Context: an optimization exercise on an open-source flow, tuned for small area. The choices shown serve that exercise and are no tape-out recipe. RTL that was checked went through simulation tests only; none was proved equivalent to the original. Function not checked in run 1: the RTL went through the layout flow alone. Power is estimated from default activity; no workload was simulated.

**flow/run.sh**
```bash
#!/bin/bash
# synth_recipe.tcl (not shown) runs the flow's synth.tcl, then flattens the netlist and writes it again
# the make line also repeats each setting of config.mk as NAME=value (left out here)
make -C /OpenROAD-flow-scripts/flow DESIGN_CONFIG=/design/flow/config.mk WORK_HOME=/design/flow/orfs CLKGATE_MAP_FILE= SYNTH_SCRIPT=/design/flow/synth_recipe.tcl finish
```
**flow/config.mk**
```make
export PLATFORM = sky130hd
export DESIGN_NAME = branch_predictor_btb
export DESIGN_NICKNAME = branch_predictor_btb
export VERILOG_FILES = /design/flow/design.v
export SDC_FILE = /design/flow/constraint.sdc
export NUM_CORES = 4
export LEC_CHECK = 0
export CAP_MARGIN = 20
export CORE_MARGIN = 2
export CORE_UTILIZATION = 40
export SLEW_MARGIN = 20
export SYNTH_HIERARCHICAL = 1
```
**flow/constraint.sdc**
```tcl
create_clock -name core_clock -period 8.5 [get_ports {clk}]
set_input_delay 1.7000 -clock core_clock [delete_from_list [all_inputs] [get_ports {clk}]]
set_output_delay 1.7000 -clock core_clock [all_outputs]
set_load 0.01 [all_outputs]
```
**flow/design.v**
```verilog
package cpu_pkg;
  localparam logic [1:0] BP_SNT = 2'b00;
  localparam logic [1:0] BP_WNT = 2'b01;
  localparam logic [1:0] BP_WT  = 2'b10;
  localparam logic [1:0] BP_ST  = 2'b11;
  localparam int BP_ENTRIES = 16;
  localparam int PRED_TAKEN_W = 1;
  localparam int PRED_PC_W    = 32;
  typedef struct packed {
    logic [PRED_TAKEN_W-1:0] taken;
    logic [PRED_PC_W-1:0]    pc;
  } bp_pred_t;
endpackage
module bp_aoi222 (
  input  logic [2:0] s,
  input  logic [2:0] d,
  output logic       y_n
);
  assign y_n = ~|(s & d);
endmodule
module bp_nand2 (
  input  logic a,
  input  logic b,
  output logic y_n
);
  assign y_n = ~(a & b);
endmodule
module bp_nand6 (
  input  logic [5:0] a,
  output logic       y
);
  assign y = ~&a;
endmodule
module bp_mux16 (
  input  logic [15:0] s,
  input  logic [15:0] d,
  output logic        y
);
  logic [5:0] l;
  for (genvar g = 0; g < 5; g++) begin : g_a
    bp_aoi222 u_a (.s(s[3*g +: 3]), .d(d[3*g +: 3]), .y_n(l[g]));
  end
  bp_nand2 u_l (.a(s[15]), .b(d[15]), .y_n(l[5]));
  bp_nand6 u_o (.a(l), .y(y));
endmodule
module branch_predictor_btb #(
  parameter int         ENTRIES  = cpu_pkg::BP_ENTRIES,
  parameter int         IDX_W    = $clog2(ENTRIES),
  parameter logic [1:0] CNT_INIT = cpu_pkg::BP_WT
) (
  input  logic        clk,
  input  logic        rst,
  input  logic [31:0] pc_IF,
  output logic        pred_taken_IF,
  output logic [31:0] pred_pc_IF,
  input  logic        upd_valid_EX,
  input  logic [31:0] upd_pc_EX,
  input  logic        upd_is_jal_EX,
  input  logic        upd_taken_EX,
  input  logic [31:0] upd_target_EX,
  input  logic        pred_taken_EX,
  input  logic [31:0] pred_pc_EX,
  output logic        mispredict_EX,
  output logic [31:0] redirect_pc_EX,
  output logic [31:0] stat_br_cnt,
  output logic [31:0] stat_miss_cnt
);
  localparam int TAG_W = 30 - IDX_W;
  localparam logic [2:0] S_INV = 3'b000;
  localparam logic [2:0] S_N0  = 3'b001;
  localparam logic [2:0] S_N1  = 3'b010;
  localparam logic [2:0] S_N2  = 3'b100;
  localparam logic [2:0] S_N3  = 3'b101;
  localparam logic [2:0] S_J   = 3'b110;
  logic [2:0]         r_st  [ENTRIES];
  logic [TAG_W-1:0]   r_tag [ENTRIES];
  logic [31:0]        r_tgt [ENTRIES];
  logic [31:0]        r_br_cnt;
  logic [31:0]        r_miss_cnt;
  logic [IDX_W-1:0] w_if_idx;
  logic [TAG_W-1:0] w_if_tag;
  logic [IDX_W-1:0] w_up_idx;
  logic [TAG_W-1:0] w_up_tag;
  logic [2:0]       w_up_st;
  logic             w_up_hit;
  logic             w_st_we;
  logic [2:0]       w_st_nxt;
  logic             w_data_we;
  assign w_if_idx = pc_IF[IDX_W+1:2];
  assign w_if_tag = pc_IF[31:IDX_W+2];
  logic [ENTRIES-1:0] w_if_sel, w_up_sel;
  logic               w_if_t;
  logic [TAG_W-1:0]   w_if_rtag, w_up_rtag;
  logic [31:0]        w_if_rtgt;
  for (genvar i = 0; i < ENTRIES; i++) begin : g_sel
    assign w_if_sel[i] = (w_if_idx == i);
    assign w_up_sel[i] = (w_up_idx == i);
  end
  for (genvar b = 0; b < 32; b++) begin : g_rtgt
    logic [ENTRIES-1:0] col;
    for (genvar i = 0; i < ENTRIES; i++) begin : g_c
      assign col[i] = r_tgt[i][b];
    end
    bp_mux16 u_m (.s(w_if_sel), .d(col), .y(w_if_rtgt[b]));
  end
  for (genvar b = 0; b < TAG_W; b++) begin : g_rtag
    logic [ENTRIES-1:0] col;
    for (genvar i = 0; i < ENTRIES; i++) begin : g_c
      assign col[i] = r_tag[i][b];
    end
    bp_mux16 u_mi (.s(w_if_sel), .d(col), .y(w_if_rtag[b]));
    bp_mux16 u_mu (.s(w_up_sel), .d(col), .y(w_up_rtag[b]));
  end
  for (genvar b = 0; b < 3; b++) begin : g_rst
    logic [ENTRIES-1:0] col;
    for (genvar i = 0; i < ENTRIES; i++) begin : g_c
      assign col[i] = r_st[i][b];
    end
    bp_mux16 u_mu (.s(w_up_sel), .d(col), .y(w_up_st[b]));
    if (b == 2) begin : g_t
      bp_mux16 u_mi (.s(w_if_sel), .d(col), .y(w_if_t));
    end
  end
  assign pred_taken_IF = w_if_t && (w_if_rtag == w_if_tag);
  assign pred_pc_IF    = pred_taken_IF ? w_if_rtgt : pc_IF + 32'd4;
  assign w_up_idx = upd_pc_EX[IDX_W+1:2];
  assign w_up_tag = upd_pc_EX[31:IDX_W+2];
  assign w_up_hit = (w_up_st != S_INV) && (w_up_rtag == w_up_tag);
  always_comb begin
    w_st_nxt = w_up_st;
    if (!w_up_hit) begin
      w_st_nxt = upd_is_jal_EX ? S_J : S_N2;
    end else if (upd_taken_EX) begin
      case (w_up_st)
        S_N0:    w_st_nxt = S_N1;
        S_N1:    w_st_nxt = S_N2;
        S_N2:    w_st_nxt = S_N3;
        default: w_st_nxt = w_up_st;
      endcase
    end else begin
      case (w_up_st)
        S_N3:    w_st_nxt = S_N2;
        S_N2:    w_st_nxt = S_N1;
        S_N1:    w_st_nxt = S_N0;
        default: w_st_nxt = w_up_st;
      endcase
    end
  end
  assign w_data_we = upd_valid_EX && upd_taken_EX;
  assign w_st_we   = upd_valid_EX && (w_up_hit || upd_taken_EX);
  always_comb begin
    mispredict_EX  = 1'b0;
    redirect_pc_EX = 32'd0;
    if (upd_valid_EX) begin
      mispredict_EX = (pred_taken_EX != upd_taken_EX) ||
                      (upd_taken_EX &&
                       (pred_pc_EX != upd_target_EX));
      redirect_pc_EX = upd_taken_EX ? upd_target_EX
                                    : upd_pc_EX + 32'd4;
    end
  end
  always_ff @(posedge clk) begin
    if (rst) begin
      r_br_cnt   <= 32'd0;
      r_miss_cnt <= 32'd0;
    end else begin
      if (upd_valid_EX) r_br_cnt <= r_br_cnt + 32'd1;
      if (mispredict_EX) r_miss_cnt <= r_miss_cnt + 32'd1;
    end
  end
  for (genvar i = 0; i < ENTRIES; i++) begin : g_ent
    always_ff @(posedge clk) begin
      if (rst || (w_st_we && w_up_sel[i])) begin
        r_st[i] <= rst ? S_INV : w_st_nxt;
      end
    end
    always_ff @(posedge clk) begin
      if (w_data_we && w_up_sel[i]) begin
        r_tgt[i] <= upd_target_EX;
        r_tag[i] <= w_up_tag;
      end
    end
  end
  assign stat_br_cnt   = r_br_cnt;
  assign stat_miss_cnt = r_miss_cnt;
endmodule
```
==> impl_metrics.env, run 1 <==
export IMPL_cap_violations=0
export IMPL_cts_tree="done"
export IMPL_ys_types=48
export IMPL_cp_max_fo=20
export IMPL_antenna_left=0
export IMPL_relSlewSlack=0.194
export IMPL_rsz0062_at_grt="false"
export IMPL_yosysTopAreaCell="edfxtp_1"
export IMPL_pin_count=264
export IMPL_start_util=0.402
export IMPL_die_h_um=326
export IMPL_synth_common_cells="976 x edfxtp_1, 440 x a222oi_1, 162 x nand2_1, 132 x nand3_1, 113 x nor2_1"
export IMPL_grt_max_degree=69
export IMPL_hold_buffers=0
export IMPL_hold_path_class="reg2reg"
export IMPL_cts_setup_buffers=0
export IMPL_syn_inst=2580
export IMPL_rrSetupSlack_ps=3540
export IMPL_detail_route_wl_per_cell_um=34.0
export IMPL_ys_top_cells_by_area="edfxtp_1 70%, a222oi_1 11%, dfxtp_1 3.1%, and4_1 2.1%, xor2_1 1.9%"
export IMPL_die_area_um2=107000
export IMPL_instances_no_fill=4526
export IMPL_r2r_end="r_st[2][1]$_DFFE_PP_"
export IMPL_fin_nets=3203
export IMPL_r2r_cells=9
export IMPL_root_buffer="clkbuf_16"
export IMPL_synth_cell_area_um2=41600
export IMPL_cp_start_kind="primary input"
export IMPL_ys_seq_area_frac=0.736
export IMPL_arrival_ps=6710
export IMPL_cts_buffer_depth=3
export IMPL_cts_made_buffers=104
export IMPL_setup_ws_ps=86.7
export IMPL_worst_pin_slew_ps=1210
export IMPL_yosysMostFrequentCell="edfxtp_1"
export IMPL_cts_clk_slew_worst_paths_ps=60
export IMPL_grt_usage=0.281
export IMPL_synth_edff_count=976
export IMPL_antenna_found_initial=5
export IMPL_run_status="complete, no violations"
export IMPL_power_density_nw_per_um2=218
export IMPL_hold_end="r_miss_cnt[17]$_SDFFE_PP0P_"
export IMPL_power_leakage_uw=0.0156
export IMPL_remaining_drc_errors=0
export IMPL_placedCellCount=4332
export IMPL_cts_sinks=1040
export IMPL_num_vias=30500
export IMPL_drive_gt1_frac=0.109
export IMPL_clock_latency_ps=700
export IMPL_synth_async_reset_ratio=0
export IMPL_first_global_vias=30100
export IMPL_fin_crit_sh=0.990
export IMPL_hold_path_startpoint="r_miss_cnt[17]$_SDFFE_PP0P_"
export IMPL_fillers=8844
export IMPL_routed_wl_mm=154
export IMPL_finalSetupViolations=0
export IMPL_avgSynthCellArea_um2=16.1
export IMPL_fin_crit_ps=8410
export IMPL_grt_ovfl_total=0
export IMPL_synth_top_cell_area_share=0.705
export IMPL_area_growth_pct=21.4
export IMPL_core_region_area_um2=103000
export IMPL_syn_nets=2724
export IMPL_place_gp_congestion=0.922
export IMPL_critPathRequiredTime_ps=6800
export IMPL_worstHoldPathCells=2
export IMPL_die_x_um=326
export IMPL_dr_pass1_iters=13
export IMPL_hpwl_mm=98.7
export IMPL_finClkSkew_ps=20.9
export IMPL_slowest_stage="clkdlybuf4s50_1"
export IMPL_avgViaCountPerCell=6.73
export IMPL_path_class="in2out"
export IMPL_rows=118
export IMPL_yosysWarnings=10
export IMPL_slowest_delay_ps=700
export IMPL_crit_reg2reg_launch="r_tag[9][22]$_DFFE_PP_"
export IMPL_slew_viol_final=0
export IMPL_drt_initial_drc_count=6756
export IMPL_peakVddDrop_uv=165
export IMPL_clock_fmax_mhz=119
export IMPL_critical_path_cell_chain="clkdlybuf4s50_1 > inv_1 > ha_1 > and2_2 > buf_4 > a222oi_1 > and4_1 > nand3_1 > xnor2_1 > nand4_1 > or4_1 > nor4_4 > buf_4 > nand2_1 > nand2_1 > clkdlybuf4s50_1"
export IMPL_place_worst_setup_slack_ps=-174
export IMPL_placement_io_buffers=263
export IMPL_grt_pass1_wl_mm=217
export IMPL_synth_seq_cells=1040
export IMPL_ys_flop_type="edfxtp_1"
export IMPL_crit_path_end_kind="output pin"
export IMPL_hold_violations=0
export IMPL_ctsHtreeMaxLevel=3
-- flip-flops by register name, indices dropped and copies added (netlist names) --
register	count
r_br_cnt	32
r_miss_cnt	32
r_st	48
r_tag	416
r_tgt	512
-- layout by cell type, fill, tap and decap left out, types with 51 or more instances in the layout --
master / count
nand3_1: 132
edfxtp_1: 976
a222oi_1: 440
clkdlybuf4s50_1: 262
buf_4: 142
nor2_1: 97
xor2_1: 89
and4_1: 102
o21ai_0: 51
xnor2_1: 78
dfxtp_1: 64
nand2_1: 162
clkbuf_16: 106
a21oi_1: 68
-- per-module statistics from Yosys, one instance, submodules excluded, excerpt --
module	flip-flops and latches	area, um^2	cells	copies in the design
bp_aoi222	0	10.0	1	440
bp_nand2	0	3.75	1	88
bp_nand6	0	13.8	2	88
branch_predictor_btb	1040	35600	1876	1
-- worst max path at each step --
| stage | depth (start not counted) | start | slack (ps) | to |
|---|---|---|---|---|
| 2_1_floorplan | 12 | pc_IF[4] | 1350 | pred_pc_IF[0] |
| 5_1_grt | 16 | pc_IF[2] | 60 | pred_pc_IF[3] |
| 3_5_place_dp | 16 | pc_IF[2] | -170 | pred_pc_IF[0] |
| 3_3_place_gp | 15 | pc_IF[2] | -170 | pred_pc_IF[3] |
| 4_1_cts | 16 | pc_IF[2] | 80 | pred_pc_IF[0] |
| 6_report | 16 | pc_IF[2] | 90 | pred_pc_IF[0] |
-- logic make-up after synthesis --
family,Yosys count,share of synthesized area
adders and majority gates,10,0.00301
and+or+nand+nor,686,0.0894
DFF,1040,0.736
xor gates and xnor gates,167,0.0352
muxes,14,0.00361
AOI/OAI and AO/OA,594,0.127
buffers and inverters,69,0.00635
-- worst max-delay path: cells and delay by family --
kind            cells  cell delay (ps)
xor+xnor            1              330
buf+inv             5             1900
fa+ha+maj           1              250
simple gates        8             2160
compound gates      1              350
-- layer usage --
| layer | global-route usage | share of wire | vias up |
|---|---|---|---|
| li1 | - | - | 12300 |
| met1 | 0.372 | 0.36 | 15100 |
| met2 | 0.431 | 0.44 | 2601 |
| met3 | 0.0880 | 0.15 | 434 |
| met4 | 0.116 | 0.049 | 6 |
| met5 | 0.00311 | 0.0016 | - |
-- cell type report --
| type | instances | area (um^2) | area share |
|---|---|---|---|
| sequential | 1040 | 30600 | 0.606 |
| multi-input combinational | 1471 | 10900 | 0.216 |
| timing repair buffer | 412 | 3840 | 0.0761 |
| clock buffer | 137 | 2770 | 0.0549 |
| tap | 1380 | 1730 | 0.0342 |
| clock inverter | 54 | 517 | 0.0102 |
| inverter | 30 | 113 | 0.00223 |
| antenna | 2 | 5.00 | 0.0000992 |
-- where the power goes --
| part | total, uW | switching [uW] | internal (uW) | leakage (uW) |
|---|---|---|---|---|
| Sequential | 5700 | 30.1 | 5670 | 0.00935 |
| Combinational | 805 | 525 | 279 | 0.00467 |
| Clock | 4490 | 1950 | 2540 | 0.00159 |
-- metrics by stage --
step / util / hold WS [ps] / power [uW] / cell area [um^2] / setup TNS (ps)
after global placement: 0.456 / 476 / 6580 / 47100 / -533
final: 0.488 / 510 / 11000 / 50500 / 0
after global routing: 0.488 / 544 / 11200 / 50500 / 0
after floorplan: - / 504 / 6120 / 41600 / 0
after CTS: 0.488 / 507 / 11000 / 50400 / 0
after detailed placement: 0.456 / 496 / 6590 / 47100 / -565
-- timing repair --
action                                 CTS  global route
gates resized for setup                  1             1
setup endpoints to repair                4             3
endpoints found under the hold margin    0             0
cloned                                   0             0
==> run 2, diff against run 1 <==
--- a/flow/design.v
+++ b/flow/design.v
@@ -42,6 +42,45 @@
   end
   bp_nand2 u_l (.a(s[15]), .b(d[15]), .y_n(l[5]));
   bp_nand6 u_o (.a(l), .y(y));
+endmodule
+module bp_hold_n (
+  input  logic q,
+  input  logic we,
+  input  logic we_n,
+  input  logic d,
+  output logic y_n
+);
+  assign y_n = ~((q | we) & (we_n | d));
+endmodule
+module bp_cnt_bit (
+  input  logic q,
+  input  logic c,
+  input  logic rst,
+  output logic d
+);
+  assign d = ~(rst | ~(q ^ c));
+endmodule
+module bp_and2 (
+  input  logic a,
+  input  logic b,
+  output logic y
+);
+  assign y = a & b;
+endmodule
+module bp_counter32_nxt (
+  input  logic [31:0] q,
+  input  logic        en,
+  input  logic        rst,
+  output logic [31:0] d
+);
+  logic [31:0] c;
+  assign c[0] = en;
+  for (genvar k = 0; k < 32; k++) begin : g_b
+    bp_cnt_bit u_b (.q(q[k]), .c(c[k]), .rst(rst), .d(d[k]));
+    if (k < 31) begin : g_c
+      bp_and2 u_c (.a(q[k]), .b(c[k]), .y(c[k+1]));
+    end
+  end
 endmodule
 module branch_predictor_btb #(
   parameter int         ENTRIES  = cpu_pkg::BP_ENTRIES,
@@ -77,6 +116,7 @@
   logic [31:0]        r_tgt [ENTRIES];
   logic [31:0]        r_br_cnt;
   logic [31:0]        r_miss_cnt;
+  logic               r_ph;
   logic [IDX_W-1:0] w_if_idx;
   logic [TAG_W-1:0] w_if_tag;
   logic [IDX_W-1:0] w_up_idx;
@@ -116,16 +156,26 @@
     for (genvar i = 0; i < ENTRIES; i++) begin : g_c
       assign col[i] = r_st[i][b];
     end
-    bp_mux16 u_mu (.s(w_up_sel), .d(col), .y(w_up_st[b]));
+    logic up_raw;
+    bp_mux16 u_mu (.s(w_up_sel), .d(col), .y(up_raw));
+    assign w_up_st[b] = up_raw ^ r_ph;
     if (b == 2) begin : g_t
-      bp_mux16 u_mi (.s(w_if_sel), .d(col), .y(w_if_t));
-    end
-  end
-  assign pred_taken_IF = w_if_t && (w_if_rtag == w_if_tag);
-  assign pred_pc_IF    = pred_taken_IF ? w_if_rtgt : pc_IF + 32'd4;
+      logic if_raw;
+      bp_mux16 u_mi (.s(w_if_sel), .d(col), .y(if_raw));
+      assign w_if_t = if_raw ^ r_ph;
+    end
+  end
+  logic [TAG_W-1:0] w_tag_enc;
+  logic [31:0]      w_tgt_enc;
+  assign w_tag_enc = w_up_tag ^ {TAG_W{r_ph}};
+  assign w_tgt_enc = upd_target_EX ^ {32{r_ph}};
+  logic [TAG_W-1:0] w_if_tdiff;
+  assign w_if_tdiff    = w_if_rtag ^ w_if_tag;
+  assign pred_taken_IF = w_if_t && (r_ph ? (&w_if_tdiff) : !(|w_if_tdiff));
+  assign pred_pc_IF    = pred_taken_IF ? (w_if_rtgt ^ {32{r_ph}}) : pc_IF + 32'd4;
   assign w_up_idx = upd_pc_EX[IDX_W+1:2];
   assign w_up_tag = upd_pc_EX[31:IDX_W+2];
-  assign w_up_hit = (w_up_st != S_INV) && (w_up_rtag == w_up_tag);
+  assign w_up_hit = (w_up_st != S_INV) && (w_up_rtag == w_tag_enc);
   always_comb begin
     w_st_nxt = w_up_st;
     if (!w_up_hit) begin
@@ -159,26 +209,48 @@
                                     : upd_pc_EX + 32'd4;
     end
   end
+  logic [31:0] w_br_cnt_d, w_miss_cnt_d;
+  bp_counter32_nxt u_br_cnt (.q(r_br_cnt), .en(upd_valid_EX), .rst(rst),
+                             .d(w_br_cnt_d));
+  bp_counter32_nxt u_miss_cnt (.q(r_miss_cnt), .en(mispredict_EX), .rst(rst),
+                               .d(w_miss_cnt_d));
+  logic       w_ph_d;
+  logic [2:0] w_st_enc;
+  assign w_ph_d   = !rst && !r_ph;
+  assign w_st_enc = (rst ? S_INV : w_st_nxt) ^ {3{!w_ph_d}};
   always_ff @(posedge clk) begin
-    if (rst) begin
-      r_br_cnt   <= 32'd0;
-      r_miss_cnt <= 32'd0;
-    end else begin
-      if (upd_valid_EX) r_br_cnt <= r_br_cnt + 32'd1;
-      if (mispredict_EX) r_miss_cnt <= r_miss_cnt + 32'd1;
-    end
+    r_ph       <= w_ph_d;
+    r_br_cnt   <= w_br_cnt_d;
+    r_miss_cnt <= w_miss_cnt_d;
   end
   for (genvar i = 0; i < ENTRIES; i++) begin : g_ent
+    logic       w_swe, w_swe_n;
+    logic [2:0] w_st_d;
+    assign w_swe   = rst || (w_st_we && w_up_sel[i]);
+    assign w_swe_n = !w_swe;
+    for (genvar b = 0; b < 3; b++) begin : g_st
+      bp_hold_n u_h (.q(r_st[i][b]), .we(w_swe), .we_n(w_swe_n),
+                     .d(w_st_enc[b]), .y_n(w_st_d[b]));
+    end
     always_ff @(posedge clk) begin
-      if (rst || (w_st_we && w_up_sel[i])) begin
-        r_st[i] <= rst ? S_INV : w_st_nxt;
-      end
+      r_st[i] <= w_st_d;
+    end
+    logic             w_we, w_we_n;
+    logic [TAG_W-1:0] w_tag_d;
+    logic [31:0]      w_tgt_d;
+    assign w_we   = w_data_we && w_up_sel[i];
+    assign w_we_n = !w_we;
+    for (genvar b = 0; b < TAG_W; b++) begin : g_tag
+      bp_hold_n u_h (.q(r_tag[i][b]), .we(w_we), .we_n(w_we_n),
+                     .d(w_tag_enc[b]), .y_n(w_tag_d[b]));
+    end
+    for (genvar b = 0; b < 32; b++) begin : g_tgt
+      bp_hold_n u_h (.q(r_tgt[i][b]), .we(w_we), .we_n(w_we_n),
+                     .d(w_tgt_enc[b]), .y_n(w_tgt_d[b]));
     end
     always_ff @(posedge clk) begin
-      if (w_data_we && w_up_sel[i]) begin
-        r_tgt[i] <= upd_target_EX;
-        r_tag[i] <= w_up_tag;
-      end
+      r_tag[i] <= w_tag_d;
+      r_tgt[i] <= w_tgt_d;
     end
   end
   assign stat_br_cnt   = r_br_cnt;
==> flow/flow/run.sh (new file) <==
#!/bin/bash
# The standard layout (the standard.sh, unchanged synthesis), with two
# changes: ports are buffered with the smallest buffer, and the clock tree
# uses mid-size clock buffers, larger sink clusters and no dummy loads.
# Each tool's full output stays in the ORFS logs under orfs/logs; the make
# output goes to standard.log.
export BUFFER_PORTS_ARGS="-buffer_cell sky130_fd_sc_hd__buf_1"
export CTS_ARGS="-sink_clustering_enable -repair_clock_nets -dont_use_dummy_load -buf_list {sky130_fd_sc_hd__clkbuf_8} -sink_clustering_size 14 -sink_clustering_max_diameter 100"
bash standard.sh > standard.log 2>&1
==> flow/standard.sh (new file) <==
#!/bin/bash
# synth_recipe.tcl (not shown) runs the flow's synth.tcl, then flattens the netlist and writes it again
# the make line also repeats each setting of config.mk as NAME=value (left out here)
make -C /OpenROAD-flow-scripts/flow DESIGN_CONFIG=/design/flow/config.mk WORK_HOME=/design/flow/orfs CLKGATE_MAP_FILE= SYNTH_SCRIPT=/design/flow/synth_recipe.tcl "${@:-finish}"
--- a/flow/config.mk
+++ b/flow/config.mk
@@ -7,6 +7,6 @@
 export LEC_CHECK = 0
 export CAP_MARGIN = 20
 export CORE_MARGIN = 2
-export CORE_UTILIZATION = 40
+export CORE_UTILIZATION = 45
 export SLEW_MARGIN = 20
 export SYNTH_HIERARCHICAL = 1
removed: flow/run.sh
==> run 2 against run 1 <==
Effect of this change:
- still clean
- critical path depth is 23 higher
- wire length is 17% higher
- core utilization is 2.5 points higher
- sequential cell count is 1 higher
- register-to-register slack worse by 730 ps
- final area is 13% lower
- clock skew is 20 ps higher
- combinational power is 150% higher
- highest routed layer unchanged
==> impl_metrics.env, run 2 <==
export IMPL_routed_wl_mm=179
export IMPL_fin_nets=4167
export IMPL_ys_flop_type="dfxtp_1"
export IMPL_hold_buffers=0
export IMPL_die_area_um2=89000
export IMPL_cap_violations=0
export IMPL_slowest_stage="xnor2_1"
export IMPL_die_h_um=298
export IMPL_die_x_um=298
export IMPL_cts_made_buffers=84
export IMPL_p_sw_uw=3450
export IMPL_cts_buffer_depth=3
export IMPL_power_density_nw_per_um2=257
export IMPL_avgSynthCellArea_um2=10.8
export IMPL_placement_io_buffers=263
export IMPL_hold_path_startpoint="r_tgt[11][2]$_DFF_P_"
export IMPL_synth_edff_count=0
export IMPL_rrSetupSlack_ps=2810
export IMPL_mostFrequentLayoutCells="1040 x dfxtp_1, 977 x o22ai_1, 440 x a222oi_1, 260 x buf_1, 142 x xnor2_1"
export IMPL_arrival_ps=8270
export IMPL_worstHoldPathCells=1
export IMPL_hold_violations=0
export IMPL_grt_ovfl_total=0
export IMPL_synth_seq_cells=1041
export IMPL_cts_tree="done"
export IMPL_drt_initial_drc_count=8403
export IMPL_core_region_area_um2=85500
export IMPL_yosysMostFrequentCell="dfxtp_1"
export IMPL_rows=107
export IMPL_peakVddDrop_uv=144
export IMPL_rsz0062_at_grt="false"
export IMPL_run_status="complete, no violations"
export IMPL_cpMostUsedCell="and2_1"
export IMPL_synth_async_reset_ratio=0
export IMPL_final_util=0.513
export IMPL_ctsResizeCount=0
export IMPL_grt_max_degree=61
export IMPL_hpwl_mm=101
export IMPL_p_int_uw=7820
export IMPL_fin_crit_ps=7680
export IMPL_crit_reg2reg_launch="r_br_cnt[0]$_DFF_P_"
export IMPL_syn_inst=3600
export IMPL_clock_fmax_mhz=130
export IMPL_slew_viol_final=0
export IMPL_crit_path_end_kind="flip-flop"
export IMPL_relSlewSlack=0.113
export IMPL_finalSetupViolations=0
export IMPL_synth_common_cells="1041 x dfxtp_1, 977 x o22ai_1, 440 x a222oi_1, 152 x xor2_1, 142 x xnor2_1"
export IMPL_grt_usage=0.384
export IMPL_fin_crit_sh=0.903
export IMPL_syn_nets=3742
export IMPL_hold_end="r_tgt[11][2]$_DFF_P_"
export IMPL_worst_pin_slew_ps=1330
export IMPL_hold_path_class="reg2reg"
export IMPL_yosysWarnings=13
export IMPL_r2r_cells=33
export IMPL_remaining_drc_errors=0
export IMPL_finClkSkew_ps=41.0
export IMPL_power_frac_clock=0.222
export IMPL_root_buffer="clkbuf_8"
export IMPL_seqPwrFrac=0.599
export IMPL_cts_clk_slew_worst_paths_ps=80
export IMPL_yosysTopAreaCell="dfxtp_1"
export IMPL_drive_gt1_frac=0.0830
export IMPL_swShare=0.306
export IMPL_dr_pass1_iters=14
export IMPL_place_gp_congestion=0.921
export IMPL_total_power_uw=11300
export IMPL_start_util=0.456
export IMPL_pin_count=264
export IMPL_antenna_found_initial=16
export IMPL_ys_types=53
export IMPL_ctsHtreeMaxLevel=3
export IMPL_power_leakage_uw=0.0151
export IMPL_largest_register_ffs=512
export IMPL_ys_top_cells_by_area="dfxtp_1 53%, o22ai_1 16%, a222oi_1 11%, xor2_1 3.4%, xnor2_1 3.2%"
export IMPL_reg_largest_list="r_tgt x512, r_tag x416, r_st x48"
export IMPL_final_common_cell="dfxtp_1"
export IMPL_critPathRequiredTime_ps=9100
export IMPL_cts_setup_buffers=0
export IMPL_grt_pass1_wl_mm=253
export IMPL_synth_top_cell_area_share=0.535
export IMPL_top_register="r_tgt"
export IMPL_cts_sinks=1041
export IMPL_antenna_left=0
export IMPL_clock_latency_ps=760
export IMPL_fin_tns_setup_ps=0
export IMPL_cp_max_fo=2
export IMPL_avgViaCountPerCell=7.57
export IMPL_slowest_delay_ps=800
export IMPL_path_class="in2reg"
export IMPL_detail_route_wl_per_cell_um=34.6
export IMPL_first_global_vias=36400
export IMPL_cp_start_kind="primary input"
export IMPL_ys_seq_area_frac=0.535
export IMPL_r2r_end="r_br_cnt[31]$_DFF_P_"
export IMPL_synth_cell_area_um2=39000
export IMPL_num_vias=39200
export IMPL_area_growth_pct=12.7
export IMPL_p_comb_frac=0.178
==> run 2: cell type report <==
type | count | area, um^2
diodes | 14 | 35.0
clock buffers | 84 | 1160
fillers | 8004 | 41600
inverters | 27 | 114
multi-input cells | 2478 | 18300
flip-flops and latches | 1041 | 20800
well taps | 1144 | 1430
repair buffers | 393 | 2060
==> run 2: power by group through the flow <==
stage	registers, uW	logic (uW)	clock network [uW]
finish	6760	2010	2510
global route	6880	2120	2680
CTS	6720	1920	2510
detailed placement	6820	1930	0
global placement	6800	1860	0
floorplan	6660	1340	0
==> run 2: worst max-delay path by stage <==
stage	from	end	slack [ps]	cells past startpoint
after floorplan	upd_taken_EX	r_miss_cnt[31]$_DFF_P_	720	38
after global placement	upd_target_EX[24]	r_miss_cnt[31]$_DFF_P_	200	42
after detailed placement	upd_target_EX[24]	r_miss_cnt[31]$_DFF_P_	210	42
after CTS	upd_target_EX[24]	r_miss_cnt[31]$_DFF_P_	920	42
after global routing	upd_target_EX[24]	r_miss_cnt[31]$_DFF_P_	380	42
final	pred_pc_EX[18]	r_miss_cnt[31]$_DFF_P_	820	39
==> run 2: routing by layer <==
metal,vias up,track usage,part of all wire
li1,16100,-,-
met1,19000,0.501,0.37
met2,3365,0.538,0.40
met3,733,0.167,0.17
met4,20,0.184,0.059
met5,-,0.00487,0.0011
==> run 2: per-module statistics from Yosys, one instance, submodules excluded, excerpt <==
module / cell area, um^2 / cells
bp_aoi222: 10.0 / 1
bp_hold_n: 6.26 / 1
branch_predictor_btb: 25700 / 1730
bp_and2: 6.26 / 1
bp_nand2: 3.75 / 1
bp_nand6: 13.8 / 2
bp_cnt_bit: 12.5 / 2
==> run 2: metrics by stage <==
step / cell area, um^2 / hold WS [ps] / setup WS (ps) / cells
2_1_floorplan: 39000 / 421 / 717 / 3600
3_3_place_gp: 42400 / 429 / 199 / 5080
3_5_place_dp: 42600 / 436 / 206 / 5080
4_1_cts: 43700 / 446 / 923 / 5164
5_1_grt: 43900 / 454 / 378 / 5173
6_report: 43900 / 445 / 823 / 5181
==> run 2: cell families after synthesis <==
logic type,count (synthesis),share of synthesized area
flip-flops,1041,0.535
AND/OR/NAND/NOR,628,0.0896
buffers and inverters,81,0.00931
adder cells (fa/ha/maj),8,0.00257
AO/OA/AOI/OAI,1509,0.288
XOR/XNOR,294,0.0661
multiplexers,39,0.0101
==> run 2: critical path, delay by kind of cell <==
kind | cells | cell delay, ps
buffers and inverters | 2 | 370
AND/OR/NAND/NOR | 34 | 5100
AO/OA/AOI/OAI | 1 | 150
XOR/XNOR | 2 | 940
==> run 3, diff against run 2 <==
--- a/flow/design.v
+++ b/flow/design.v
@@ -25,23 +25,41 @@
 );
   assign y_n = ~(a & b);
 endmodule
-module bp_nand6 (
-  input  logic [5:0] a,
+module bp_a21oi (
+  input  logic a1,
+  input  logic a2,
+  input  logic b1,
+  output logic y_n
+);
+  assign y_n = ~((a1 & a2) | b1);
+endmodule
+module bp_nand4 (
+  input  logic [3:0] a,
   output logic       y
 );
   assign y = ~&a;
+endmodule
+module bp_mux16_tail (
+  input  logic [4:0] l,
+  input  logic       s15,
+  input  logic       d15,
+  output logic       y
+);
+  logic u, v;
+  assign u = ~(l[0] & l[1]);
+  assign v = ~((s15 & d15) | u);
+  assign y = ~(v & l[2] & l[3] & l[4]);
 endmodule
 module bp_mux16 (
   input  logic [15:0] s,
   input  logic [15:0] d,
   output logic        y
 );
-  logic [5:0] l;
+  logic [4:0] l;
   for (genvar g = 0; g < 5; g++) begin : g_a
     bp_aoi222 u_a (.s(s[3*g +: 3]), .d(d[3*g +: 3]), .y_n(l[g]));
   end
-  bp_nand2 u_l (.a(s[15]), .b(d[15]), .y_n(l[5]));
-  bp_nand6 u_o (.a(l), .y(y));
+  bp_mux16_tail u_t (.l(l), .s15(s[15]), .d15(d[15]), .y(y));
 endmodule
 module bp_hold_n (
   input  logic q,
--- a/flow/config.mk
+++ b/flow/config.mk
@@ -5,8 +5,8 @@
 export SDC_FILE = /design/flow/constraint.sdc
 export NUM_CORES = 4
 export LEC_CHECK = 0
-export CAP_MARGIN = 20
+export CAP_MARGIN = 10
 export CORE_MARGIN = 2
 export CORE_UTILIZATION = 45
-export SLEW_MARGIN = 20
+export SLEW_MARGIN = 10
 export SYNTH_HIERARCHICAL = 1
==> run 3 against run 2 <==
Effect of this change:
- non-clock buffer count increased by 1
- via count is 0.39% higher
- largest cell class unchanged
- highest routed layer unchanged
- final area decreased by 0.98%
- sequential share of layout area grew 0.47 points
- combinational power hardly changed
- still clean on timing, DRC and antenna
- die area down 0.28%
- setup slack worse by 400 ps
- area after synthesis shrank 0.28%
- sequential power about the same
- worst hold slack better by 1.0 ps
==> impl_metrics.env, run 3 <==
export IMPL_run_status="complete, no violations"
export IMPL_cts_clk_slew_worst_paths_ps=50
export IMPL_reg_largest_list="r_tgt x512, r_tag x416, r_st x48"
export IMPL_cts_buffer_depth=3
export IMPL_ys_top_cells_by_area="dfxtp_1 54%, o22ai_1 16%, a222oi_1 11%, xor2_1 3.4%, xnor2_1 3.2%"
export IMPL_place_gp_congestion=0.927
export IMPL_area_growth_pct=11.9
export IMPL_fin_area_um2=43500
export IMPL_finClkSkew_ps=57.2
export IMPL_synth_xor_area_frac=0.0663
export IMPL_die_x_um=298
export IMPL_synthAdderAreaFrac=0.00258
export IMPL_cts_made_buffers=84
export IMPL_syn_inst=3600
export IMPL_ys_seq_area_frac=0.536
export IMPL_remaining_drc_errors=0
export IMPL_yosys_area_share_simple=0.0870
export IMPL_rows=107
export IMPL_ctsHtreeMaxLevel=3
export IMPL_fin_tns_setup_ps=0
export IMPL_placed_area_um2=42200
export IMPL_grt_pass1_wl_mm=258
export IMPL_rsz0062_at_grt="false"
export IMPL_synth_edff_count=0
export IMPL_cp_max_fo=28
export IMPL_hold_path_class="reg2reg"
export IMPL_cap_violations=0
export IMPL_path_class="in2out"
export IMPL_drt_initial_drc_count=8517
export IMPL_synth_mux_area_frac=0.0101
export IMPL_grt_usage=0.393
export IMPL_clock_fmax_mhz=124
export IMPL_critical_path_cell_chain="buf_1 > nor2b_1 > and2_4 > a222oi_1 > and3_1 > nand4_1 > xnor2_1 > nand4_1 > o41ai_4 > buf_12 > mux2i_1 > buf_1"
export IMPL_grt_ovfl_total=0
export IMPL_cts_tree="done"
export IMPL_slowest_delay_ps=1000
export IMPL_fin_nets=4168
export IMPL_die_h_um=298
export IMPL_antenna_found_initial=5
export IMPL_hpwl_mm=104
export IMPL_root_buffer="clkbuf_8"
export IMPL_cts_sinks=1041
export IMPL_power_density_nw_per_um2=259
export IMPL_critPathRequiredTime_ps=6800
export IMPL_placement_io_buffers=263
export IMPL_whs_ps=446
export IMPL_synth_cell_area_um2=38900
export IMPL_synth_top_family_by_area="compound AO/OA/AOI/OAI gates"
export IMPL_first_global_vias=36100
export IMPL_grt_use_met2=0.556
export IMPL_hold_buffers=0
export IMPL_routed_wl_mm=183
export IMPL_start_util=0.455
export IMPL_synth_seq_cells=1041
export IMPL_arrival_ps=6370
export IMPL_pin_count=264
export IMPL_avgSynthCellArea_um2=10.8
export IMPL_mostFrequentLayoutCells="1040 x dfxtp_1, 977 x o22ai_1, 440 x a222oi_1, 260 x buf_1, 142 x xnor2_1"
export IMPL_antenna_left=0
export IMPL_num_vias=39400
export IMPL_crit_path_end_kind="output pin"
export IMPL_fin_crit_ps=8070
export IMPL_cp_top_family="simple AND/OR/NAND/NOR gates"
export IMPL_yosysWarnings=13
export IMPL_drive_gt1_frac=0.0758
export IMPL_fillers=8038
export IMPL_hold_violations=0
export IMPL_synth_common_cells="1041 x dfxtp_1, 977 x o22ai_1, 440 x a222oi_1, 152 x xor2_1, 142 x xnor2_1"
export IMPL_avgViaCountPerCell=7.61
export IMPL_detail_route_wl_per_cell_um=35.4
export IMPL_worst_path_buf_inv=3
export IMPL_worst_pin_slew_ps=1320
export IMPL_top_register="r_tgt"
export IMPL_synth_compound_area_frac=0.288
export IMPL_final_common_cell="dfxtp_1"
export IMPL_power_leakage_uw=0.0150
export IMPL_finalSetupViolations=0
export IMPL_peakVddDrop_uv=169
export IMPL_synth_top_cell_area_share=0.536
export IMPL_yosysTopAreaCell="dfxtp_1"
export IMPL_busiest_layer="met2"
export IMPL_cp_start_kind="primary input"
export IMPL_yosysMostFrequentCell="dfxtp_1"
export IMPL_fin_crit_sh=0.950
export IMPL_grt_util_met1=0.513
export IMPL_relSlewSlack=0.117
export IMPL_largest_register_ffs=512
export IMPL_grt_max_degree=95
export IMPL_synth_async_reset_ratio=0
export IMPL_ys_flop_type="dfxtp_1"
export IMPL_ctsResizeCount=0
export IMPL_core_region_area_um2=85400
export IMPL_slew_viol_final=0
export IMPL_dr_pass1_iters=10
export IMPL_ys_types=53
export IMPL_syn_nets=3742
export IMPL_grt_use_met3=0.159
export IMPL_slowest_stage="xnor2_1"
export IMPL_die_area_um2=88700
export IMPL_cts_setup_buffers=0
export IMPL_clock_latency_ps=770
-- run 3: cell types whose count changed in the layout (fill, tap and decap cells not counted), moves of 5 or more --
cell      previous run  this run
and3_1               8        96
inv_2                6         0
xor2_1             113       141
xor2_2              39        11
diode_2             14         6
nand3_1            114        26
buf_4              123       130
buf_12               6         1
and4_1              93         5
nand4_1             31       119
clkinv_2            10        16
-- run 3: power breakdown --
part	internal, uW	total, uW	switching [uW]
Combinational	889	2000	1110
Clock	885	2510	1630
Sequential	6040	6760	718
-- run 3: cell families (layout without fill, tap and decap cells) --
| kind of cell | Yosys count | count (layout) |
|---|---|---|
| AO/OA/AOI/OAI | 1509 | 1509 |
| flip-flops | 1041 | 1041 |
| AND/OR/NAND/NOR | 628 | 628 |
| XOR/XNOR | 294 | 294 |
| buffers and inverters | 81 | 505 |
| multiplexers | 39 | 39 |
| adder cells (fa/ha/maj) | 8 | 8 |
| other | 0 | 6 |
-- run 3: layout make-up --
type,count,area (um^2),share of cell area
Antenna cell,6,15.0,0.000345
Clock buffer,84,1160,0.0266
Inverter,27,121,0.00279
Multi-Input combinational cell,2478,17900,0.412
Sequential cell,1041,20800,0.479
Tap cell,1144,1430,0.0329
Timing Repair Buffer,394,1990,0.0457
-- run 3: per-module statistics from Yosys (local to each module, per instance), a selection --
| module | times used | area (um^2) | flip-flops and latches |
|---|---|---|---|
| bp_aoi222 | 440 | 10.0 | 0 |
| bp_mux16_tail | 88 | 16.3 | 0 |
| bp_cnt_bit | 64 | 12.5 | 0 |
| bp_and2 | 62 | 6.26 | 0 |
| bp_hold_n | 976 | 6.26 | 0 |
| branch_predictor_btb | 1 | 25700 | 1041 |
-- run 3: path summary, 6_finish.rpt --
check | startpoint | end | slack [ps] | cells past startpoint
max | pc_IF[4] | pred_pc_IF[25] | 430 | 12
min | r_tgt[2][3]$_DFF_P_ | r_tgt[2][3]$_DFF_P_ | 450 | 1
max reg2reg | r_br_cnt[0]$_DFF_P_ | r_br_cnt[31]$_DFF_P_ | 2880 | 33
min reg2reg | r_tgt[2][3]$_DFF_P_ | r_tgt[2][3]$_DFF_P_ | 450 | 1
-- run 3: through the flow --
step | utilization | instances | setup WS, ps | power (uW)
finish | 0.509 | 5174 | 427 | 11300
global route | 0.509 | 5169 | 454 | 11700
CTS | 0.508 | 5167 | 945 | 11100
detailed placement | 0.495 | 5083 | 246 | 8740
global placement | 0.495 | 5083 | 261 | 8670
floorplan | - | 3600 | 717 | 8000
-- run 3: per-layer routing --
layer | vias to the layer above | share of wire
li1 | 16100 | -
met1 | 19100 | 0.37
met2 | 3343 | 0.40
met3 | 814 | 0.16
met4 | 8 | 0.066
met5 | - | 0.00067
==> run 4, diff against run 3 <==
==> flow/flow/run.sh (replaced) <==
#!/bin/bash
# The standard layout (the standard.sh, unchanged synthesis), with two
# changes: ports are buffered with the smallest buffer, and the clock tree
# uses mid-size clock buffers, larger sink clusters and no dummy loads.
# Each tool's full output stays in the ORFS logs under orfs/logs; the make
# output goes to standard.log.
export BUFFER_PORTS_ARGS="-buffer_cell sky130_fd_sc_hd__buf_1"
export CTS_ARGS="-sink_clustering_enable -repair_clock_nets -dont_use_dummy_load -buf_list {sky130_fd_sc_hd__clkbuf_8} -sink_clustering_size 15 -sink_clustering_max_diameter 100"
bash standard.sh > standard.log 2>&1
--- a/flow/config.mk
+++ b/flow/config.mk
@@ -7,6 +7,6 @@
 export LEC_CHECK = 0
 export CAP_MARGIN = 10
 export CORE_MARGIN = 2
-export CORE_UTILIZATION = 45
+export CORE_UTILIZATION = 55
 export SLEW_MARGIN = 10
 export SYNTH_HIERARCHICAL = 1
==> run 4 against run 3 <==
Effect of this change:
- fmax fell by 0.78%
- largest cell class unchanged
- wire length barely moved
- register-to-register slack got worse by 90 ps
- critical path depth rose by 3
- still clean on timing, DRC and antenna
- non-clock buffer count rose by 17
- critical endpoint is now pred_pc_IF[28]
- first-iteration DRC count fell by 4.4%
- largest power group unchanged
- clock skew fell by 12 ps
==> impl_metrics.env, run 4 <==
export IMPL_run_status="complete, no violations"
export IMPL_power_leakage_uw=0.0149
export IMPL_ctsResizeCount=0
export IMPL_hold_violations=0
export IMPL_power_frac_clock=0.215
export IMPL_fin_area_um2=43200
export IMPL_cap_violations=0
export IMPL_start_util=0.555
export IMPL_p_sw_uw=3490
export IMPL_top_register="r_tgt"
export IMPL_fin_tns_setup_ps=0
export IMPL_synth_mux_area_frac=0.0101
export IMPL_p_int_uw=7760
export IMPL_first_global_vias=39400
export IMPL_fin_crit_sh=0.957
export IMPL_hold_buffers=0
export IMPL_dr_wl_met2_mm=73.3
export IMPL_swShare=0.310
export IMPL_ys_flop_type="dfxtp_1"
export IMPL_worst_pin_slew_ps=1370
export IMPL_reg_largest_list="r_tgt x512, r_tag x416, r_st x48"
export IMPL_synth_xor_area_frac=0.0663
export IMPL_mostFrequentLayoutCells="1040 x dfxtp_1, 977 x o22ai_1, 440 x a222oi_1, 260 x buf_1, 143 x xor2_1"
export IMPL_syn_nets=3742
export IMPL_ctsHtreeMaxLevel=3
export IMPL_hpwl_mm=106
export IMPL_placement_io_buffers=263
export IMPL_power_density_nw_per_um2=260
export IMPL_highest_layer="met5"
export IMPL_grt_usage=0.477
export IMPL_cts_sinks=1041
export IMPL_synth_top_cell_area_share=0.536
export IMPL_grt_pass1_wl_mm=260
export IMPL_yosys_area_share_simple=0.0870
export IMPL_die_h_um=270
export IMPL_syn_inst=3600
export IMPL_yosysMostFrequentCell="dfxtp_1"
export IMPL_final_common_cell="dfxtp_1"
export IMPL_ys_types=53
export IMPL_p_comb_frac=0.181
export IMPL_dr_pass1_iters=14
export IMPL_core_region_area_um2=70000
export IMPL_wl_met3_mm=32.3
export IMPL_cts_tree="done"
export IMPL_fin_crit_ps=8140
export IMPL_rows=97
export IMPL_synth_seq_cells=1041
export IMPL_avgViaCountPerCell=8.15
export IMPL_arrival_ps=6440
export IMPL_antenna_left=0
export IMPL_num_vias=40600
export IMPL_total_power_uw=11200
export IMPL_relSlewSlack=0.0878
export IMPL_critPathRequiredTime_ps=6800
export IMPL_yosysTopAreaCell="dfxtp_1"
export IMPL_synth_top_family_by_area="compound AO/OA/AOI/OAI gates"
export IMPL_synth_edff_count=0
export IMPL_place_worst_setup_slack_ps=149
export IMPL_place_gp_congestion=0.970
export IMPL_setup_ws_ps=363
export IMPL_seqPwrFrac=0.604
export IMPL_ys_top_cells_by_area="dfxtp_1 54%, o22ai_1 16%, a222oi_1 11%, xor2_1 3.4%, xnor2_1 3.2%"
export IMPL_pin_count=264
export IMPL_path_class="in2out"
export IMPL_clock_latency_ps=750
export IMPL_grt_max_degree=102
export IMPL_cts_buffer_depth=3
export IMPL_crit_path_end_kind="output pin"
export IMPL_synth_common_cells="1041 x dfxtp_1, 977 x o22ai_1, 440 x a222oi_1, 152 x xor2_1, 142 x xnor2_1"
export IMPL_cp_start_kind="primary input"
export IMPL_yosysWarnings=13
export IMPL_wl_met1_mm=62.7
export IMPL_synthAdderAreaFrac=0.00258
export IMPL_peakVddDrop_uv=171
export IMPL_hold_path_class="reg2reg"
export IMPL_slew_viol_final=0
export IMPL_die_area_um2=72800
export IMPL_synth_async_reset_ratio=0
export IMPL_die_x_um=270
export IMPL_clock_fmax_mhz=123
export IMPL_cts_setup_buffers=0
export IMPL_drt_initial_drc_count=8139
export IMPL_largest_register_ffs=512
export IMPL_remaining_drc_errors=0
export IMPL_synth_compound_area_frac=0.288
export IMPL_placed_area_um2=42000
export IMPL_root_buffer="clkbuf_8"
export IMPL_cts_clk_slew_worst_paths_ps=90
export IMPL_rsz0062_at_grt="false"
export IMPL_cts_made_buffers=79
export IMPL_whs_ps=445
export IMPL_synth_cell_area_um2=38900
export IMPL_drive_gt1_frac=0.0756
export IMPL_fin_nets=4180
export IMPL_routed_wl_mm=183
export IMPL_cp_max_fo=27
export IMPL_ys_seq_area_frac=0.536
export IMPL_antenna_found_initial=9
export IMPL_area_growth_pct=11.2
export IMPL_finalSetupViolations=0
export IMPL_detail_route_wl_per_cell_um=36.7
export IMPL_finClkSkew_ps=45.6
export IMPL_grt_ovfl_total=0
export IMPL_avgSynthCellArea_um2=10.8
[run 4: critical path, stage by stage]
cell and delay [ps]:
buf_1 440, nor2b_1 270, and2_2 980, buf_4 450, a222oi_1 140, and3_1 270
nand4_1 240, xor2_1 230, nand4_1 130, nor4_1 390, nand4_1 200, o41ai_4 130
buf_4 310, mux2i_1 360, buf_1 190
[run 4: power groups by stage]
stage,logic (uW),registers [uW],clock network (uW)
after floorplan,1340,6660,0
after global placement,1840,6770,0
after detailed placement,1930,6860,0
after CTS,1930,6750,2390
after global routing,2130,6900,2580
final,2040,6790,2420
[run 4: worst paths after layout]
check | from | to | slack (ps) | cells after the start
max | pc_IF[4] | pred_pc_IF[28] | 360 | 15
min | r_tgt[7][14]$_DFF_P_ | r_tgt[7][14]$_DFF_P_ | 440 | 1
min reg2reg | r_tgt[7][14]$_DFF_P_ | r_tgt[7][14]$_DFF_P_ | 440 | 1
max reg2reg | r_br_cnt[0]$_DFF_P_ | r_br_cnt[31]$_DFF_P_ | 2790 | 33
[run 4: cell families after synthesis]
family          after synthesis
compound gates             1509
flops                      1041
simple gates                628
xor+xnor                    294
buf+inv                      81
mux                          39
fa+ha+maj                     8
[run 4: metrics by stage]
step                      cells   util
after global placement     4893  0.600
after global routing       4981  0.617
after CTS                  4972  0.616
after floorplan            3600      -
after detailed placement   4893  0.600
final                      4984  0.617
[run 4: per-layer routing]
metal  vias up  global-route usage
met2      3884               0.682
met1     19500               0.578
met4         6               0.307
met3      1135               0.218
li1      16100                   -
met5         -             0.00132
[run 4: area by class of cell]
cell class	instances	area, um^2
Fill cell	5959	26800
Sequential cell	1041	20800
Multi-Input combinational cell	2478	17800
Timing Repair Buffer	411	2180
Tap cell	940	1180
Clock buffer	79	1090
Inverter	27	101
Antenna cell	8	20.0
[run 4: modules after synthesis, one instance, submodules excluded, excerpt]
module / times used / flip-flops and latches
bp_aoi222: 440 / 0
branch_predictor_btb: 1 / 1041
bp_cnt_bit: 64 / 0
bp_mux16_tail: 88 / 0
bp_hold_n: 976 / 0
bp_and2: 62 / 0

## port drivers added, routing unchanged
How much do the figures lean on ideal ports? The routed layouts below were timed once more, with nothing changed but the port constraints.
Step 1: set_driving_cell puts a clkbuf_16 on clk and a buf_2 on each other input, an assumption about the parent block.
Step 2 also shifts input and output timing later by t, the mid clock arrival at the registers, as if the neighbouring blocks saw the same clock.
a / b / c = no drivers / after step 1 / after step 2; a / b = the first two.
run	shift t [ns]	setup slack, ns	worst hold slack (ns)
run 1	0.756	0.087 / 0.064 / -0.084	0.510 / 0.510 / 0.510
run 2	0.795	0.823 / 0.814 / 0.069	0.445 / 0.445 / 0.445
run 3	0.814	0.427 / 0.388 / 0.177	0.446 / 0.446 / 0.446
run 4	0.793	0.363 / 0.333 / 0.061	0.445 / 0.445 / 0.445
With both steps, setup timing fails in run 1, where it was met with ideal ports. For run 2, which loses most, drivers alone change the setup slack by -0.009 ns; drivers and shift together by -0.754 ns.
